This is an optimization exercise on Yosys and OpenROAD, whose aim is small area, a short achievable clock period and few clock cycles per item, not a production implementation.
Where RTL was checked, it was by simulation tests only, not by an equivalence proof against the original.
No functional check of the RTL was part of run 2.
No activity file was given, so power comes from the tool's default toggle rates.

### design/flow/config.mk
export PLATFORM = sky130hd
export DESIGN_NAME = mac_array_acc
export DESIGN_NICKNAME = mac_array_acc
export VERILOG_FILES = /design/flow/design.v
export SDC_FILE = /design/flow/constraint.sdc
export NUM_CORES = 4
export LEC_CHECK = 0
export ABC_AREA = 1
export CAP_MARGIN = 20
export CORE_MARGIN = 2
export CORE_UTILIZATION = 55
export SETUP_SLACK_MARGIN = 2.4
export SLEW_MARGIN = 20
### design/flow/constraint.sdc
create_clock -name core_clock -period 5.5 [get_ports {clk}]
set_input_delay 1.1000 -clock core_clock [delete_from_list [all_inputs] [get_ports {clk}]]
set_output_delay 1.1000 -clock core_clock [all_outputs]
set_load 0.01 [all_outputs]
### design/flow/design.v
module mac_array_acc #(
  parameter int DATA_WIDTH = 8,
  parameter int ACC_WIDTH  = 32,
  parameter int LANES      = 4,
  parameter int LEN_W      = 16
) (
  input  logic                        clk,
  input  logic                        rst_n,
  input  logic                        start,
  input  logic [LEN_W-1:0]            vec_len,
  input  logic [LANES*ACC_WIDTH-1:0]  bias,
  input  logic                        sat_en,
  input  logic                        in_valid,
  output logic                        in_ready,
  input  logic [LANES*DATA_WIDTH-1:0] operand_a,
  input  logic [LANES*DATA_WIDTH-1:0] operand_b,
  output logic                        out_valid,
  input  logic                        out_ready,
  output logic [LANES*ACC_WIDTH-1:0]  out_data,
  output logic [LANES-1:0]            overflow,
  output logic                        busy
);
  logic             r_in_ready;
  logic             r_out_valid;
  logic             r_fin;
  logic [LEN_W-1:0] r_cnt;
  logic             r_sat;
  logic             w_beat, w_load, w_last, w_empty;
  assign busy    = r_in_ready | r_fin | (r_out_valid & ~out_ready);
  assign w_load  = start & ~busy;
  assign w_beat  = in_valid & r_in_ready;
  assign w_last  = (r_cnt == LEN_W'(1));
  assign w_empty = (vec_len == '0);
  always_ff @(posedge clk or negedge rst_n) begin
    if (!rst_n) begin
      r_in_ready  <= 1'b0;
      r_out_valid <= 1'b0;
      r_fin       <= 1'b0;
    end else begin
      r_fin <= w_beat & w_last;
      if (w_load) begin
        r_in_ready  <= ~w_empty;
        r_out_valid <= w_empty;
      end else if (w_beat && w_last) begin
        r_in_ready  <= 1'b0;
      end else if (r_fin) begin
        r_out_valid <= 1'b1;
      end else if (out_ready) begin
        r_out_valid <= 1'b0;
      end
    end
  end
  always_ff @(posedge clk) begin
    if (w_load) begin
      r_cnt <= vec_len;
      r_sat <= sat_en;
    end else if (w_beat) begin
      r_cnt <= r_cnt - 1'b1;
    end
  end
  for (genvar g = 0; g < LANES; g++) begin : g_lane
    logic [DATA_WIDTH-1:0] a_g;
    logic [11:0]           w_be;
    logic [17:0]           w_ra, w_rb, r_ra, r_rb;
    logic [15:0]           s;
    logic                  c;
    logic [1:0]            t0, t1;
    logic [ACC_WIDTH-1:0]  r_acc;
    logic                  r_ovf;
    logic [15:0]           hi, hi_nxt, lo_nxt;
    logic [15:0]           ones_below, zeros_below, m_up, m_dn, m0, m1;
    logic                  up0, dn0, up1, dn1, f1, f0, v0, v1, v;
    logic                  is_max, is_min, sat_max, sat_min;
    assign a_g = operand_a[g*DATA_WIDTH +: DATA_WIDTH] & {DATA_WIDTH{w_beat}};
    mac_booth_enc u_enc (
      .b  (operand_b[g*DATA_WIDTH +: DATA_WIDTH]),
      .be (w_be)
    );
    mac_mul_cs u_mul (
      .a  (a_g),
      .be (w_be),
      .ra (w_ra),
      .rb (w_rb)
    );
    always_ff @(posedge clk) begin
      r_ra <= w_ra;
      r_rb <= w_rb;
    end
    mac_acc_cs u_acc (
      .acc (r_acc[15:0]),
      .ra  (r_ra),
      .rb  (r_rb),
      .s   (s),
      .c   (c),
      .t0  (t0),
      .t1  (t1)
    );
    assign hi = r_acc[31:16];
    always_comb begin
      ones_below[0]  = 1'b1;
      zeros_below[0] = 1'b1;
      for (int i = 1; i < 16; i++) begin
        ones_below[i]  = ones_below[i-1] & hi[i-1];
        zeros_below[i] = zeros_below[i-1] & ~hi[i-1];
      end
    end
    assign is_max  = ones_below[15] & ~hi[15];
    assign is_min  = zeros_below[15] & hi[15];
    assign sat_max = r_sat & is_max;
    assign sat_min = r_sat & is_min;
    assign m_up    = ones_below & {16{~sat_max}};
    assign m_dn    = zeros_below & {16{~sat_min}};
    assign up0 = ~t0[1] & t0[0];
    assign dn0 = t0[1];
    assign up1 = ~t1[1] & t1[0];
    assign dn1 = t1[1];
    assign v0  = (up0 & is_max) | (dn0 & is_min);
    assign v1  = (up1 & is_max) | (dn1 & is_min);
    assign m0  = ({16{up0}} & m_up) | ({16{dn0}} & m_dn);
    assign m1  = ({16{up1}} & m_up) | ({16{dn1}} & m_dn);
    assign v   = c ? v1 : v0;
    assign hi_nxt = c ? (hi ^ m1) : (hi ^ m0);
    assign f1  = c ? (up1 & sat_max) : (up0 & sat_max);
    assign f0  = c ? (dn1 & sat_min) : (dn0 & sat_min);
    assign lo_nxt = (s | {16{f1}}) & ~{16{f0}};
    always_ff @(posedge clk) begin
      if (w_load) begin
        r_acc <= bias[g*ACC_WIDTH +: ACC_WIDTH];
        r_ovf <= 1'b0;
      end else begin
        r_acc <= {hi_nxt, lo_nxt};
        r_ovf <= r_ovf | v;
      end
    end
    assign out_data[g*ACC_WIDTH +: ACC_WIDTH] = r_acc;
    assign overflow[g] = r_ovf;
  end
  assign in_ready  = r_in_ready;
  assign out_valid = r_out_valid;
endmodule
module mac_mul_cs (
  input  logic [7:0]  a,
  input  logic [11:0] be,
  output logic [17:0] ra,
  output logic [17:0] rb
);
  wire p1 = ((be[0] & a[0]) | (be[1] & 1'b0)) ^ be[2];
  wire p2 = ((be[0] & a[1]) | (be[1] & a[0])) ^ be[2];
  wire p3 = ((be[0] & a[2]) | (be[1] & a[1])) ^ be[2];
  wire p4 = ((be[0] & a[3]) | (be[1] & a[2])) ^ be[2];
  wire p5 = ((be[0] & a[4]) | (be[1] & a[3])) ^ be[2];
  wire p6 = ((be[0] & a[5]) | (be[1] & a[4])) ^ be[2];
  wire p7 = ((be[0] & a[6]) | (be[1] & a[5])) ^ be[2];
  wire p8 = ((be[0] & a[7]) | (be[1] & a[6])) ^ be[2];
  wire p9 = ~(((be[0] & a[7]) | (be[1] & a[7])) ^ be[2]);
  wire p10 = ((be[3] & a[0]) | (be[4] & 1'b0)) ^ be[5];
  wire p11 = ((be[3] & a[1]) | (be[4] & a[0])) ^ be[5];
  wire p12 = ((be[3] & a[2]) | (be[4] & a[1])) ^ be[5];
  wire p13 = ((be[3] & a[3]) | (be[4] & a[2])) ^ be[5];
  wire p14 = ((be[3] & a[4]) | (be[4] & a[3])) ^ be[5];
  wire p15 = ((be[3] & a[5]) | (be[4] & a[4])) ^ be[5];
  wire p16 = ((be[3] & a[6]) | (be[4] & a[5])) ^ be[5];
  wire p17 = ((be[3] & a[7]) | (be[4] & a[6])) ^ be[5];
  wire p18 = ~(((be[3] & a[7]) | (be[4] & a[7])) ^ be[5]);
  wire p19 = ((be[6] & a[0]) | (be[7] & 1'b0)) ^ be[8];
  wire p20 = ((be[6] & a[1]) | (be[7] & a[0])) ^ be[8];
  wire p21 = ((be[6] & a[2]) | (be[7] & a[1])) ^ be[8];
  wire p22 = ((be[6] & a[3]) | (be[7] & a[2])) ^ be[8];
  wire p23 = ((be[6] & a[4]) | (be[7] & a[3])) ^ be[8];
  wire p24 = ((be[6] & a[5]) | (be[7] & a[4])) ^ be[8];
  wire p25 = ((be[6] & a[6]) | (be[7] & a[5])) ^ be[8];
  wire p26 = ((be[6] & a[7]) | (be[7] & a[6])) ^ be[8];
  wire p27 = ~(((be[6] & a[7]) | (be[7] & a[7])) ^ be[8]);
  wire p28 = ((be[9] & a[0]) | (be[10] & 1'b0)) ^ be[11];
  wire p29 = ((be[9] & a[1]) | (be[10] & a[0])) ^ be[11];
  wire p30 = ((be[9] & a[2]) | (be[10] & a[1])) ^ be[11];
  wire p31 = ((be[9] & a[3]) | (be[10] & a[2])) ^ be[11];
  wire p32 = ((be[9] & a[4]) | (be[10] & a[3])) ^ be[11];
  wire p33 = ((be[9] & a[5]) | (be[10] & a[4])) ^ be[11];
  wire p34 = ((be[9] & a[6]) | (be[10] & a[5])) ^ be[11];
  wire p35 = ((be[9] & a[7]) | (be[10] & a[6])) ^ be[11];
  wire p36 = ~(((be[9] & a[7]) | (be[10] & a[7])) ^ be[11]);
  wire s37 = be[11] ^ p7;
  wire c38 = be[11] & p7;
  wire s39 = p8 ^ p15;
  wire c40 = p8 & p15;
  wire s41 = 1'b1 ^ p9 ^ p16;
  wire c42 = (1'b1 & p9) | (1'b1 & p16) | (p9 & p16);
  wire s43 = 1'b1 ^ p17;
  wire c44 = 1'b1 & p17;
  wire s45 = be[8] ^ p5;
  wire c46 = be[8] & p5;
  wire s47 = p6 ^ p13;
  wire c48 = p6 & p13;
  wire s49 = p14 ^ p21 ^ p28;
  wire c50 = (p14 & p21) | (p14 & p28) | (p21 & p28);
  wire s51 = p22 ^ p29 ^ c38;
  wire c52 = (p22 & p29) | (p22 & c38) | (p29 & c38);
  wire s53 = p23 ^ p30 ^ c40;
  wire c54 = (p23 & p30) | (p23 & c40) | (p30 & c40);
  wire s55 = p24 ^ p31 ^ s43;
  wire c56 = (p24 & p31) | (p24 & s43) | (p31 & s43);
  wire s57 = p18 ^ p25 ^ p32;
  wire c58 = (p18 & p25) | (p18 & p32) | (p25 & p32);
  wire s59 = 1'b1 ^ p26;
  wire c60 = 1'b1 & p26;
  wire s61 = be[5] ^ p3;
  wire c62 = be[5] & p3;
  wire s63 = p4 ^ p11;
  wire c64 = p4 & p11;
  wire s65 = p12 ^ p19 ^ s45;
  wire c66 = (p12 & p19) | (p12 & s45) | (p19 & s45);
  wire s67 = p20 ^ c46 ^ s47;
  wire c68 = (p20 & c46) | (p20 & s47) | (c46 & s47);
  wire s69 = c48 ^ s37 ^ s49;
  wire c70 = (c48 & s37) | (c48 & s49) | (s37 & s49);
  wire s71 = s39 ^ c50 ^ s51;
  wire c72 = (s39 & c50) | (s39 & s51) | (c50 & s51);
  wire s73 = s41 ^ c52 ^ s53;
  wire c74 = (s41 & c52) | (s41 & s53) | (c52 & s53);
  wire s75 = c42 ^ c54 ^ s55;
  wire c76 = (c42 & c54) | (c42 & s55) | (c54 & s55);
  wire s77 = c44 ^ s57 ^ c56;
  wire c78 = (c44 & s57) | (c44 & c56) | (s57 & c56);
  wire s79 = p33 ^ s59 ^ c58;
  wire c80 = (p33 & s59) | (p33 & c58) | (s59 & c58);
  wire s81 = p27 ^ p34 ^ c60;
  wire c82 = (p27 & p34) | (p27 & c60) | (p34 & c60);
  wire s83 = 1'b1 ^ p35;
  wire c84 = 1'b1 & p35;
  assign ra = {1'b1,1'b1,1'b1,p36,s83,s81,s79,s77,s75,s73,s71,s69,s67,s65,s63,s61,p2,be[2]};
  assign rb = {1'b0,1'b0,1'b0,c84,c82,c80,c78,c76,c74,c72,c70,c68,c66,c64,c62,p10,1'b0,p1};
endmodule
module mac_acc_cs (
  input  logic [15:0] acc,
  input  logic [17:0] ra,
  input  logic [17:0] rb,
  output logic [15:0] s,
  output logic        c,
  output logic [1:0]  t0,
  output logic [1:0]  t1
);
  wire s85 = acc[0] ^ ra[0];
  wire c86 = acc[0] & ra[0];
  wire s87 = acc[1] ^ ra[1];
  wire c88 = acc[1] & ra[1];
  wire s89 = acc[2] ^ ra[2] ^ rb[2];
  wire c90 = (acc[2] & ra[2]) | (acc[2] & rb[2]) | (ra[2] & rb[2]);
  wire s91 = acc[3] ^ ra[3] ^ rb[3];
  wire c92 = (acc[3] & ra[3]) | (acc[3] & rb[3]) | (ra[3] & rb[3]);
  wire s93 = acc[4] ^ ra[4] ^ rb[4];
  wire c94 = (acc[4] & ra[4]) | (acc[4] & rb[4]) | (ra[4] & rb[4]);
  wire s95 = acc[5] ^ ra[5] ^ rb[5];
  wire c96 = (acc[5] & ra[5]) | (acc[5] & rb[5]) | (ra[5] & rb[5]);
  wire s97 = acc[6] ^ ra[6] ^ rb[6];
  wire c98 = (acc[6] & ra[6]) | (acc[6] & rb[6]) | (ra[6] & rb[6]);
  wire s99 = acc[7] ^ ra[7] ^ rb[7];
  wire c100 = (acc[7] & ra[7]) | (acc[7] & rb[7]) | (ra[7] & rb[7]);
  wire s101 = acc[8] ^ ra[8] ^ rb[8];
  wire c102 = (acc[8] & ra[8]) | (acc[8] & rb[8]) | (ra[8] & rb[8]);
  wire s103 = acc[9] ^ ra[9] ^ rb[9];
  wire c104 = (acc[9] & ra[9]) | (acc[9] & rb[9]) | (ra[9] & rb[9]);
  wire s105 = acc[10] ^ ra[10] ^ rb[10];
  wire c106 = (acc[10] & ra[10]) | (acc[10] & rb[10]) | (ra[10] & rb[10]);
  wire s107 = acc[11] ^ ra[11] ^ rb[11];
  wire c108 = (acc[11] & ra[11]) | (acc[11] & rb[11]) | (ra[11] & rb[11]);
  wire s109 = acc[12] ^ ra[12] ^ rb[12];
  wire c110 = (acc[12] & ra[12]) | (acc[12] & rb[12]) | (ra[12] & rb[12]);
  wire s111 = acc[13] ^ ra[13] ^ rb[13];
  wire c112 = (acc[13] & ra[13]) | (acc[13] & rb[13]) | (ra[13] & rb[13]);
  wire s113 = acc[14] ^ ra[14] ^ rb[14];
  wire c114 = (acc[14] & ra[14]) | (acc[14] & rb[14]) | (ra[14] & rb[14]);
  wire s115 = 1'b1 ^ acc[15];
  wire c116 = 1'b1 & acc[15];
  wire g117 = rb[0] & s85;
  wire g118 = c86 & s87;
  wire g119 = c88 & s89;
  wire g120 = c90 & s91;
  wire g121 = c92 & s93;
  wire g122 = c94 & s95;
  wire g123 = c96 & s97;
  wire g124 = c98 & s99;
  wire g125 = c100 & s101;
  wire g126 = c102 & s103;
  wire g127 = c104 & s105;
  wire g128 = c106 & s107;
  wire g129 = c108 & s109;
  wire g130 = c110 & s111;
  wire g131 = c112 & s113;
  wire g132 = s115 & c114;
  wire pr133 = rb[0] ^ s85;
  wire pr134 = c86 ^ s87;
  wire pr135 = c88 ^ s89;
  wire pr136 = c90 ^ s91;
  wire pr137 = c92 ^ s93;
  wire pr138 = c94 ^ s95;
  wire pr139 = c96 ^ s97;
  wire pr140 = c98 ^ s99;
  wire pr141 = c100 ^ s101;
  wire pr142 = c102 ^ s103;
  wire pr143 = c104 ^ s105;
  wire pr144 = c106 ^ s107;
  wire pr145 = c108 ^ s109;
  wire pr146 = c110 ^ s111;
  wire pr147 = c112 ^ s113;
  wire pr148 = s115 ^ c114;
  wire G149 = g118 | (pr134 & g117);
  wire P150 = pr134 & pr133;
  wire G151 = g120 | (pr136 & g119);
  wire P152 = pr136 & pr135;
  wire G153 = g122 | (pr138 & g121);
  wire P154 = pr138 & pr137;
  wire G155 = g124 | (pr140 & g123);
  wire P156 = pr140 & pr139;
  wire G157 = g126 | (pr142 & g125);
  wire P158 = pr142 & pr141;
  wire G159 = g128 | (pr144 & g127);
  wire P160 = pr144 & pr143;
  wire G161 = g130 | (pr146 & g129);
  wire P162 = pr146 & pr145;
  wire G163 = g132 | (pr148 & g131);
  wire P164 = pr148 & pr147;
  wire G165 = g119 | (pr135 & G149);
  wire P166 = pr135 & P150;
  wire G167 = G151 | (P152 & G149);
  wire P168 = P152 & P150;
  wire G169 = g123 | (pr139 & G153);
  wire P170 = pr139 & P154;
  wire G171 = G155 | (P156 & G153);
  wire P172 = P156 & P154;
  wire G173 = g127 | (pr143 & G157);
  wire P174 = pr143 & P158;
  wire G175 = G159 | (P160 & G157);
  wire P176 = P160 & P158;
  wire G177 = g131 | (pr147 & G161);
  wire P178 = pr147 & P162;
  wire G179 = G163 | (P164 & G161);
  wire P180 = P164 & P162;
  wire G181 = g121 | (pr137 & G167);
  wire P182 = pr137 & P168;
  wire G183 = G153 | (P154 & G167);
  wire P184 = P154 & P168;
  wire G185 = G169 | (P170 & G167);
  wire P186 = P170 & P168;
  wire G187 = G171 | (P172 & G167);
  wire P188 = P172 & P168;
  wire G189 = g129 | (pr145 & G175);
  wire P190 = pr145 & P176;
  wire G191 = G161 | (P162 & G175);
  wire P192 = P162 & P176;
  wire G193 = G177 | (P178 & G175);
  wire P194 = P178 & P176;
  wire G195 = G179 | (P180 & G175);
  wire P196 = P180 & P176;
  wire G197 = g125 | (pr141 & G187);
  wire P198 = pr141 & P188;
  wire G199 = G157 | (P158 & G187);
  wire P200 = P158 & P188;
  wire G201 = G173 | (P174 & G187);
  wire P202 = P174 & P188;
  wire G203 = G175 | (P176 & G187);
  wire P204 = P176 & P188;
  wire G205 = G189 | (P190 & G187);
  wire P206 = P190 & P188;
  wire G207 = G191 | (P192 & G187);
  wire P208 = P192 & P188;
  wire G209 = G193 | (P194 & G187);
  wire P210 = P194 & P188;
  wire G211 = G195 | (P196 & G187);
  wire P212 = P196 & P188;
  wire S213 = pr134 ^ g117;
  wire S214 = pr135 ^ G149;
  wire S215 = pr136 ^ G165;
  wire S216 = pr137 ^ G167;
  wire S217 = pr138 ^ G181;
  wire S218 = pr139 ^ G183;
  wire S219 = pr140 ^ G185;
  wire S220 = pr141 ^ G187;
  wire S221 = pr142 ^ G197;
  wire S222 = pr143 ^ G199;
  wire S223 = pr144 ^ G201;
  wire S224 = pr145 ^ G203;
  wire S225 = pr146 ^ G205;
  wire S226 = pr147 ^ G207;
  wire S227 = pr148 ^ G209;
  assign s = {S227,S226,S225,S224,S223,S222,S221,S220,S219,S218,S217,S216,S215,S214,S213,pr133};
  assign c = G211;
  assign t0 = {1'b1 ^ 1'b0 ^ (1'b1 & c116), 1'b1 ^ c116};
  assign t1 = {1'b1 ^ 1'b0 ^ (1'b1 | c116), ~(1'b1 ^ c116)};
endmodule
module mac_booth_enc (
  input  logic [7:0]  b,
  output logic [11:0] be
);
  for (genvar k = 0; k < 4; k++) begin : g_d
    logic b1, b0, bm;
    assign b1 = b[2*k+1];
    assign b0 = b[2*k];
    if (k == 0) begin : g_z
      assign bm = 1'b0;
    end else begin : g_n
      assign bm = b[2*k-1];
    end
    assign be[3*k]   = b0 ^ bm;
    assign be[3*k+1] = (b1 & ~b0 & ~bm) | (~b1 & b0 & bm);
    assign be[3*k+2] = b1;
  end
endmodule
### design/flow/flow/run.sh
#!/bin/bash
# The standard layout, with the smallest plain buffer on every port in
# place of the default port buffer cell, and a clock tree without dummy
# loads and with larger sink clusters.
set -euo pipefail
bash standard.sh \
  'BUFFER_PORTS_ARGS=-buffer_cell sky130_fd_sc_hd__buf_1' \
  'CTS_ARGS=-sink_clustering_enable -repair_clock_nets -dont_use_dummy_load -sink_clustering_size 20 -sink_clustering_max_diameter 60' \
  finish > standard.log 2>&1
### design/flow/standard.sh
#!/bin/bash
# synth_recipe.tcl (not shown) runs the flow's synth.tcl, then flattens the netlist and writes it again
# the make line also repeats each setting of config.mk as NAME=value (left out here)
make -C /OpenROAD-flow-scripts/flow DESIGN_CONFIG=/design/flow/config.mk WORK_HOME=/design/flow/orfs CLKGATE_MAP_FILE= SYNTH_SCRIPT=/design/flow/synth_recipe.tcl "${@:-finish}"
==> results.txt, run 1 <==
synthesized area=19000 sq um; final hold violations=0; final core occ=67.0%; Core Box Area=33700 sq um; Skew-Pair Late Insertion Delay=0.56 ns; Gate Count Post-Synth=2471; Ports=349; Via density=5.43; pwr dens=748 nW/um^2; WS Path Type=reg2reg; slowest CP cell=fa_1; CP Capture Type=flip-flop; net count after synthesis=2907; largest net degree at the start of global routing=89; CP arrival=3.51 ns; total gr overflow=0; WP data required=5.93 ns; Fmax=325 MHz; H-tree levels=1; Hold WC Path Type=in2async; Max Slew Vio Count=0; Cell Rows=67; via count=17900; Max Cap Viol=0; Pwr Total=16.9 mW; die area=36000 sq um; Port Buffer Count=348; most frequent cells after synthesis=nand2_1 (658), inv_1 (286), dfxtp_1 (248), nand3_1 (189), xor2_1 (147); Async SR Flop Fraction=1.12%; dominant cell type by area after synthesis=dfxtp_1; starting density of the core=56.3%; minimum clock period=3.07 ns; chip width=190 microns; clock slew at reported path FFs=0.08 ns; synth warn=1; share of cells above drive strength 1=10.5%; synth top area cells=dfxtp_1 (26%), fa_1 (13%), nand2_1 (13%); status=finished clean; post-route ant nets=0; Remaining DRCs=0; area share of the largest cell type after synthesis=26.2%; setup violators final=0; Mean Syn Cell Area=7.67 sq um; Leak=10.7 nW; global-route wire length before repair=83600 microns; WHS=0.327 ns; crit-path max FO=6; Inserted Clock Buffers=28; clock net sink count=268; 1st-pass router iterations=5; EDFF count, synth=17; Root Driver=clkbuf_16; top-count cell post-synth=nand2_1; setup TNS=0 ns; RSZ-0062 raised after global routing=true; Clock Tree Buf Depth=3; Netlist cell types=48; post-route clock period utilization=55.9%; CP peak stage delay=0.58 ns; register area share after synthesis=29.3%; skew final=0.0515 ns; max_slew headroom=33.8%; hpwl dp=40000 microns; CP Launch Type=flip-flop; post-route cell area=22600 sq um; initial drt markers=917; Tightest Pin Transition=0.993 ns; dominant synthesized flop cell=dfxtp_1; area grow syn2layout=19.1%; vias in the first global route=16800; Area after DPL=20600 sq um; cells along the critical path=fa_1, ha_4, a21oi_2, o21ai_2, nand3_1, nand2_2, nand2_1, nand2_2, o21ai_4, inv_2, nand2_2, nand2_4, clkinv_4, nand4_1, o21ai_4, clkinvlp_4, clkbuf_16, o21ai_2, nand2_1; Yosys reg bits=268; nets=3278; gr usage total=28.6%; RePlAce Congestion=0.912; per-cell routed wire length=16.5 microns; CTS tree=done; VDD IR max=0.000381 V; crit-path most repeated cell=nand2_2; Routed WL=54300 microns; Die Y=190 microns; antenna violations before repair=2
critical path: cells and delay by family (launching register included):
kind | cells | cell delay, ns
buffers and inverters | 4 | 0.52
AO/OA/AOI/OAI | 5 | 0.60
adder cells (fa/ha/maj) | 2 | 0.80
flip-flops | 1 | 0.33
AND/OR/NAND/NOR | 8 | 0.71
routing by layer:
metal / routed length [microns] / part of all wire (%) / global-route usage [%] / vias up
met5: 0 / 0 / 0 / -
met4: 2140 / 3.9 / 10.8 / 0
met3: 4290 / 7.9 / 4.72 / 108
met2: 24900 / 46 / 46.9 / 654
met1: 22900 / 42 / 38.2 / 8324
li1: - / - / - / 8784
metrics by stage:
step | std cells | setup slack (ns)
finish | 3290 | 2.43
global placement | 3193 | 1.59
CTS | 3247 | 2.40
global route | 3290 | 2.29
detailed placement | 3193 | 1.53
floorplan | 2471 | 2.38
state kept, by name, indices dropped and copies added, names as in the netlist:
| name | count |
|---|---|
| g_lane.r_ovf | 4 |
| r_cnt | 16 |
| g_lane.r_rb | 56 |
| r_fin | 1 |
| g_lane.r_acc | 128 |
| r_sat | 1 |
| r_in_ready | 1 |
| g_lane.r_ra | 60 |
| r_out_valid | 1 |
area by class of cell:
type / instances / area (sq um)
Sequential cell: 268 / 5550
Timing Repair Buffer: 411 / 1890
Multi-Input combinational cell: 1831 / 12600
Inverter: 302 / 1220
Tap cell: 448 / 561
Clock buffer: 28 / 701
Antenna cell: 2 / 5.00
Fill cell: 2980 / 11100
where the power goes:
part,switching (mW),internal (mW)
Sequential,0.808,2.93
Combinational,6.76,4.77
Clock,0.729,0.884
final timing paths:
kind | from | to | slack [ns] | depth (start not counted)
max in group asynchronous | rst_n | r_out_valid$_DFFE_PN0P_ | 5.02 | 1
min in group core_clock | g_lane[0].r_ovf$_SDFF_PP0_ | g_lane[0].r_ovf$_SDFF_PP0_ | 0.48 | 2
setup / recovery | g_lane[2].r_acc[3]$_DFF_P_ | g_lane[2].r_acc[3]$_DFF_P_ | 2.43 | 19
hold reg to reg | g_lane[0].r_ovf$_SDFF_PP0_ | g_lane[0].r_ovf$_SDFF_PP0_ | 0.48 | 2
hold / removal | rst_n | r_in_ready$_DFFE_PN0P_ | 0.33 | 1
setup reg to reg | g_lane[2].r_acc[3]$_DFF_P_ | g_lane[2].r_acc[3]$_DFF_P_ | 2.43 | 19
cell usage in the layout (no fill, tap or decap), types with 6 or more instances in the layout:
master and n:
nand2_1 628, buf_1 335, inv_1 275, dfxtp_1 245, nand3_1 182, xor2_1 146
fa_1 119, nor2_1 117, o22ai_1 108, o21ai_0 102, ha_1 89, buf_4 53
nand4_1 49, a21oi_1 35, nand2_2 30, clkbuf_16 29, nor2_2 28, o21ai_1 24
xnor2_1 18, edfxtp_1 17, o21ai_2 15, nand2_4 14, o21ai_4 14, inv_2 12
nor3_1 11, nand3_4 9, a21oi_2 9, o21bai_1 9, ha_4 9, buf_2 9
nor4_1 7, nand3b_1 6, nand3_2 6
cells by family (layout without fill, tap and decap cells):
kind of cell,after synthesis,after routing,synth area share [%]
other,0,2,0
buffers and inverters,383,741,8.22
AND/OR/NAND/NOR,1097,1108,25.3
adder cells (fa/ha/maj),222,222,19.6
AO/OA/AOI/OAI,336,336,10.0
XOR/XNOR,165,165,7.62
flip-flops,268,268,29.3
what timing repair did:
item	in CTS	in global routing
setup buffers	24	30
hold buffers	0	0
setup endpoints to repair	176	141
resized for setup	57	118
pin swaps	10	42
cloned	2	11
hold endpoints to repair	0	0
Testbench counts, summed over its fixed seeds: cycles 5,840, jobs 320.
==> run 2, diff against run 1 <==
--- a/design/flow/design.v
+++ b/design/flow/design.v
@@ -308,81 +308,115 @@
   wire P150 = pr134 & pr133;
-  wire G151 = g120 | (pr136 & g119);
-  wire P152 = pr136 & pr135;
-  wire G153 = g122 | (pr138 & g121);
-  wire P154 = pr138 & pr137;
-  wire G155 = g124 | (pr140 & g123);
-  wire P156 = pr140 & pr139;
-  wire G157 = g126 | (pr142 & g125);
-  wire P158 = pr142 & pr141;
-  wire G159 = g128 | (pr144 & g127);
-  wire P160 = pr144 & pr143;
-  wire G161 = g130 | (pr146 & g129);
-  wire P162 = pr146 & pr145;
-  wire G163 = g132 | (pr148 & g131);
-  wire P164 = pr148 & pr147;
-  wire G165 = g119 | (pr135 & G149);
-  wire P166 = pr135 & P150;
-  wire G167 = G151 | (P152 & G149);
-  wire P168 = P152 & P150;
-  wire G169 = g123 | (pr139 & G153);
-  wire P170 = pr139 & P154;
-  wire G171 = G155 | (P156 & G153);
-  wire P172 = P156 & P154;
-  wire G173 = g127 | (pr143 & G157);
-  wire P174 = pr143 & P158;
-  wire G175 = G159 | (P160 & G157);
-  wire P176 = P160 & P158;
-  wire G177 = g131 | (pr147 & G161);
-  wire P178 = pr147 & P162;
-  wire G179 = G163 | (P164 & G161);
-  wire P180 = P164 & P162;
-  wire G181 = g121 | (pr137 & G167);
-  wire P182 = pr137 & P168;
-  wire G183 = G153 | (P154 & G167);
-  wire P184 = P154 & P168;
-  wire G185 = G169 | (P170 & G167);
-  wire P186 = P170 & P168;
-  wire G187 = G171 | (P172 & G167);
-  wire P188 = P172 & P168;
-  wire G189 = g129 | (pr145 & G175);
-  wire P190 = pr145 & P176;
-  wire G191 = G161 | (P162 & G175);
-  wire P192 = P162 & P176;
-  wire G193 = G177 | (P178 & G175);
-  wire P194 = P178 & P176;
-  wire G195 = G179 | (P180 & G175);
-  wire P196 = P180 & P176;
-  wire G197 = g125 | (pr141 & G187);
-  wire P198 = pr141 & P188;
-  wire G199 = G157 | (P158 & G187);
-  wire P200 = P158 & P188;
-  wire G201 = G173 | (P174 & G187);
-  wire P202 = P174 & P188;
-  wire G203 = G175 | (P176 & G187);
-  wire P204 = P176 & P188;
-  wire G205 = G189 | (P190 & G187);
-  wire P206 = P190 & P188;
-  wire G207 = G191 | (P192 & G187);
-  wire P208 = P192 & P188;
-  wire G209 = G193 | (P194 & G187);
-  wire P210 = P194 & P188;
-  wire G211 = G195 | (P196 & G187);
-  wire P212 = P196 & P188;
-  wire S213 = pr134 ^ g117;
-  wire S214 = pr135 ^ G149;
-  wire S215 = pr136 ^ G165;
-  wire S216 = pr137 ^ G167;
-  wire S217 = pr138 ^ G181;
-  wire S218 = pr139 ^ G183;
-  wire S219 = pr140 ^ G185;
-  wire S220 = pr141 ^ G187;
-  wire S221 = pr142 ^ G197;
-  wire S222 = pr143 ^ G199;
-  wire S223 = pr144 ^ G201;
-  wire S224 = pr145 ^ G203;
-  wire S225 = pr146 ^ G205;
-  wire S226 = pr147 ^ G207;
-  wire S227 = pr148 ^ G209;
-  assign s = {S227,S226,S225,S224,S223,S222,S221,S220,S219,S218,S217,S216,S215,S214,S213,pr133};
-  assign c = G211;
+  wire G151 = g119 | (pr135 & g118);
+  wire P152 = pr135 & pr134;
+  wire G153 = g120 | (pr136 & g119);
+  wire P154 = pr136 & pr135;
+  wire G155 = g121 | (pr137 & g120);
+  wire P156 = pr137 & pr136;
+  wire G157 = g122 | (pr138 & g121);
+  wire P158 = pr138 & pr137;
+  wire G159 = g123 | (pr139 & g122);
+  wire P160 = pr139 & pr138;
+  wire G161 = g124 | (pr140 & g123);
+  wire P162 = pr140 & pr139;
+  wire G163 = g125 | (pr141 & g124);
+  wire P164 = pr141 & pr140;
+  wire G165 = g126 | (pr142 & g125);
+  wire P166 = pr142 & pr141;
+  wire G167 = g127 | (pr143 & g126);
+  wire P168 = pr143 & pr142;
+  wire G169 = g128 | (pr144 & g127);
+  wire P170 = pr144 & pr143;
+  wire G171 = g129 | (pr145 & g128);
+  wire P172 = pr145 & pr144;
+  wire G173 = g130 | (pr146 & g129);
+  wire P174 = pr146 & pr145;
+  wire G175 = g131 | (pr147 & g130);
+  wire P176 = pr147 & pr146;
+  wire G177 = g132 | (pr148 & g131);
+  wire P178 = pr148 & pr147;
+  wire G179 = G151 | (P152 & g117);
+  wire P180 = P152 & pr133;
+  wire G181 = G153 | (P154 & G149);
+  wire P182 = P154 & P150;
+  wire G183 = G155 | (P156 & G151);
+  wire P184 = P156 & P152;
+  wire G185 = G157 | (P158 & G153);
+  wire P186 = P158 & P154;
+  wire G187 = G159 | (P160 & G155);
+  wire P188 = P160 & P156;
+  wire G189 = G161 | (P162 & G157);
+  wire P190 = P162 & P158;
+  wire G191 = G163 | (P164 & G159);
+  wire P192 = P164 & P160;
+  wire G193 = G165 | (P166 & G161);
+  wire P194 = P166 & P162;
+  wire G195 = G167 | (P168 & G163);
+  wire P196 = P168 & P164;
+  wire G197 = G169 | (P170 & G165);
+  wire P198 = P170 & P166;
+  wire G199 = G171 | (P172 & G167);
+  wire P200 = P172 & P168;
+  wire G201 = G173 | (P174 & G169);
+  wire P202 = P174 & P170;
+  wire G203 = G175 | (P176 & G171);
+  wire P204 = P176 & P172;
+  wire G205 = G177 | (P178 & G173);
+  wire P206 = P178 & P174;
+  wire G207 = G183 | (P184 & g117);
+  wire P208 = P184 & pr133;
+  wire G209 = G185 | (P186 & G149);
+  wire P210 = P186 & P150;
+  wire G211 = G187 | (P188 & G179);
+  wire P212 = P188 & P180;
+  wire G213 = G189 | (P190 & G181);
+  wire P214 = P190 & P182;
+  wire G215 = G191 | (P192 & G183);
+  wire P216 = P192 & P184;
+  wire G217 = G193 | (P194 & G185);
+  wire P218 = P194 & P186;
+  wire G219 = G195 | (P196 & G187);
+  wire P220 = P196 & P188;
+  wire G221 = G197 | (P198 & G189);
+  wire P222 = P198 & P190;
+  wire G223 = G199 | (P200 & G191);
+  wire P224 = P200 & P192;
+  wire G225 = G201 | (P202 & G193);
+  wire P226 = P202 & P194;
+  wire G227 = G203 | (P204 & G195);
+  wire P228 = P204 & P196;
+  wire G229 = G205 | (P206 & G197);
+  wire P230 = P206 & P198;
+  wire G231 = G215 | (P216 & g117);
+  wire P232 = P216 & pr133;
+  wire G233 = G217 | (P218 & G149);
+  wire P234 = P218 & P150;
+  wire G235 = G219 | (P220 & G179);
+  wire P236 = P220 & P180;
+  wire G237 = G221 | (P222 & G181);
+  wire P238 = P222 & P182;
+  wire G239 = G223 | (P224 & G207);
+  wire P240 = P224 & P208;
+  wire G241 = G225 | (P226 & G209);
+  wire P242 = P226 & P210;
+  wire G243 = G227 | (P228 & G211);
+  wire P244 = P228 & P212;
+  wire G245 = G229 | (P230 & G213);
+  wire P246 = P230 & P214;
+  wire S247 = pr134 ^ g117;
+  wire S248 = pr135 ^ G149;
+  wire S249 = pr136 ^ G179;
+  wire S250 = pr137 ^ G181;
+  wire S251 = pr138 ^ G207;
+  wire S252 = pr139 ^ G209;
+  wire S253 = pr140 ^ G211;
+  wire S254 = pr141 ^ G213;
+  wire S255 = pr142 ^ G231;
+  wire S256 = pr143 ^ G233;
+  wire S257 = pr144 ^ G235;
+  wire S258 = pr145 ^ G237;
+  wire S259 = pr146 ^ G239;
+  wire S260 = pr147 ^ G241;
+  wire S261 = pr148 ^ G243;
+  assign s = {S261,S260,S259,S258,S257,S256,S255,S254,S253,S252,S251,S250,S249,S248,S247,pr133};
+  assign c = G245;
   assign t0 = {1'b1 ^ 1'b0 ^ (1'b1 & c116), 1'b1 ^ c116};
--- a/design/flow/flow/run.sh
+++ b/design/flow/flow/run.sh
@@ -7,3 +7,3 @@
   'BUFFER_PORTS_ARGS=-buffer_cell sky130_fd_sc_hd__buf_1' \
-  'CTS_ARGS=-sink_clustering_enable -repair_clock_nets -dont_use_dummy_load -sink_clustering_size 20 -sink_clustering_max_diameter 60' \
+  'CTS_ARGS=-sink_clustering_enable -repair_clock_nets -dont_use_dummy_load -sink_clustering_size 30 -sink_clustering_max_diameter 80' \
   finish > standard.log 2>&1
==> results.txt, run 2 <==
post-route cell area=22200 sq um; 1st-pass router iterations=5; post-route clock period utilization=54.8%; share of cells above drive strength 1=8.97%; WS Path Type=in2reg; Die Y=192 microns; starting density of the core=55.9%; final cell count without fillers=3356; top-count cell post-synth=nand2_1; antenna violations before repair=5; worst reg2reg path startpoint=g_lane[1].r_acc[2]$_DFF_P_; final core occ=64.1%; net count after synthesis=2999; largest net degree at the start of global routing=79; clock net sink count=268; most frequent cells after synthesis=nand2_1 (709), inv_1 (275), dfxtp_1 (248), nand3_1 (191), xor2_1 (141); Remaining DRCs=0; skew final=0.0323 ns; register area share after synthesis=28.7%; crit-path max FO=33; multiplexer area fraction after synthesis=0%; Ports=349; Synth Area in Adders=18.2%; Pwr Total=16.7 mW; via count=18200; Skew-Pair Late Insertion Delay=0.53 ns; final hold violations=0; synthesized area=19400 sq um; VDD IR max=0.000523 V; Area after DPL=21100 sq um; post-route ant nets=0; global-route wire length before repair=85700 microns; Root Driver=clkbuf_16; WP data required=5.90 ns; chip width=192 microns; r2r setup slk=2.51 ns; setup TNS=0 ns; Port Buffer Count=348; max_slew headroom=38.6%; gr usage total=28.9%; Gate Count Post-Synth=2571; die area=36700 sq um; CP Launch Type=primary input; Place WS=1.49 ns; area grow syn2layout=14.6%; Inserted Clock Buffers=19; commonest non-fill, non-tap cell in the layout=nand2_1; largest family of logic cells by synthesized area=simple AND/OR/NAND/NOR gates; Clock Tree Buf Depth=3; cell count after placement=3301; synth top area cells=dfxtp_1 (26%), nand2_1 (14%), fa_1 (12%); H-tree levels=1; Hold WC Path Type=in2async; clock slew at reported path FFs=0.08 ns; CTS Hold Bufs=0; CTS tree=done; Fmax=332 MHz; dominant synthesized flop cell=dfxtp_1; setup ws final=2.48 ns; r2r worst-path depth=15; WHS=0.393 ns; EDFF count, synth=17; vias in the first global route=17200; Setup crit end=g_lane[3].r_ra[8]$_DFF_P_; total gr overflow=0; Worst Setup SP=in_valid; Via density=5.41; Core Box Area=34600 sq um; Compound-Gate Fraction of Synth Area=11.5%; largest registers=g_lane.r_acc: 128 flops, g_lane.r_ra: 60 flops, g_lane.r_rb: 56 flops; Leak=10.6 nW; Tightest Pin Transition=0.920 ns; Max Cap Viol=0; Netlist cell types=51; critical register-to-register path endpoint=g_lane[1].r_acc[7]$_DFF_P_; RSZ-0062 raised after global routing=true; hpwl dp=42200 microns; most frequent cells in the layout=nand2_1 (688), buf_1 (335), inv_1 (266), dfxtp_1 (247), nand3_1 (186); Yosys reg bits=268; Synth Area in Simple Gates=27.0%; Top reg by flops=g_lane.r_acc; CP Capture Type=flip-flop; initial drt markers=888; CP arrival=3.41 ns; pwr dens=752 nW/um^2; max reg flops=128; Routed WL=54600 microns; dominant cell type by area after synthesis=dfxtp_1; Max Slew Vio Count=0; setup violators final=0; RePlAce Congestion=0.925; Cell Rows=68; synth warn=1; per-cell routed wire length=16.3 microns; Async SR Flop Fraction=1.12%; area share of the largest cell type after synthesis=25.6%; nets=3328; Mean Syn Cell Area=7.53 sq um; Synth Area in XOR/XNOR=6.92%; status=finished clean; minimum clock period=3.02 ns
==> run 2: changes by cell type in the layout (fill, tap and decap cells not counted), moves of 10 or more <==
cell / change
nand3_2: +14
buf_4: -24
o21ai_0: +24
clkbuf_16: -10
a21oi_1: +32
fa_1: -10
nand2_1: +60
o21ai_1: -10
or2_2: +14
==> run 2: cell families after synthesis <==
| family | count (synthesis) |
|---|---|
| and+or+nand+nor | 1183 |
| DFF | 268 |
| adders and majority gates | 214 |
| AOI/OAI and AO/OA | 387 |
| xor gates and xnor gates | 153 |
| buffers and inverters | 366 |
==> run 2: what timing repair did <==
action                     in CTS  in global routing
setup endpoints to repair     167                171
cloned                          2                  3
setup buffers                  18                 10
pin swaps                      12                 17
gates resized for setup        47                 56
==> run 2: worst min path at each step <==
stage | from | to | slack, ns | cells past startpoint
3_5_place_dp | g_lane[0].r_ovf$_SDFF_PP0_ | g_lane[0].r_ovf$_SDFF_PP0_ | 0.47 | 2
3_3_place_gp | g_lane[0].r_ovf$_SDFF_PP0_ | g_lane[0].r_ovf$_SDFF_PP0_ | 0.46 | 2
4_1_cts | rst_n | r_fin$_DFF_PN0_ | 0.38 | 1
5_1_grt | rst_n | r_fin$_DFF_PN0_ | 0.39 | 1
6_report | rst_n | r_in_ready$_DFFE_PN0P_ | 0.39 | 1
2_1_floorplan | g_lane[1].r_ovf$_SDFF_PP0_ | g_lane[1].r_ovf$_SDFF_PP0_ | 0.44 | 2
==> run 2: area by class of cell <==
| type | count | area (sq um) |
|---|---|---|
| Tap cell | 455 | 569 |
| Sequential cell | 268 | 5550 |
| Multi-Input combinational cell | 1942 | 12800 |
| Clock buffer | 19 | 475 |
| Inverter | 288 | 1170 |
| Timing Repair Buffer | 381 | 1610 |
| Fill cell | 3179 | 12400 |
| Antenna cell | 3 | 7.51 |
==> run 2: critical path, stage by stage <==
cell,delay [ns]
buf_1,0.08
nand2_1,0.14
bufinv_16,0.34
nand2_1,0.23
o22ai_1,0.25
xor2_1,0.18
ha_1,0.21
fa_1,0.44
fa_1,0.43
==> run 2: where the power goes <==
group          switching (mW)  internal (mW)
clock network           0.678          0.614
logic                    7.12           4.57
registers               0.813           2.91
total                    8.61           8.09
==> run 2: metal layers <==
metal,track usage [%],routed length [microns],up-vias
met5,0,19,-
met4,8.85,1550,4
met3,5.59,3990,86
met2,49.0,25800,542
met1,37.2,23200,8463
li1,-,-,9066

re-timing with driven ports:
The results above use ideal ports. As a check the final layouts listed here were re-extracted and re-timed, cells and wires unchanged.
Step 1: set_driving_cell puts a clkbuf_16 on clk and a buf_2 on each other input, an assumption about the parent block.
Step 2 moves the port delays by t, midway between the first and last clock arrival at a register: inputs arrive t later, outputs are due t later. That takes back most of the time a late clock gives input paths.
Slacks: ideal ports / drivers / drivers and shift; pairs: ideal ports / drivers.
run | t, ns | setup slack, ns | worst setup path after step 2 | worst data-port slew with drivers (ns)
run 1 | 0.589 | 2.425 / 2.425 / 1.940 | input to register | 0.13
run 2 | 0.574 | 2.485 / 2.482 / 1.908 | input to register | 0.09
After both steps setup and hold are still met in every run listed. The setup slack of run 2, which loses most, moves by -0.003 ns with the drivers and by -0.577 ns with both steps.
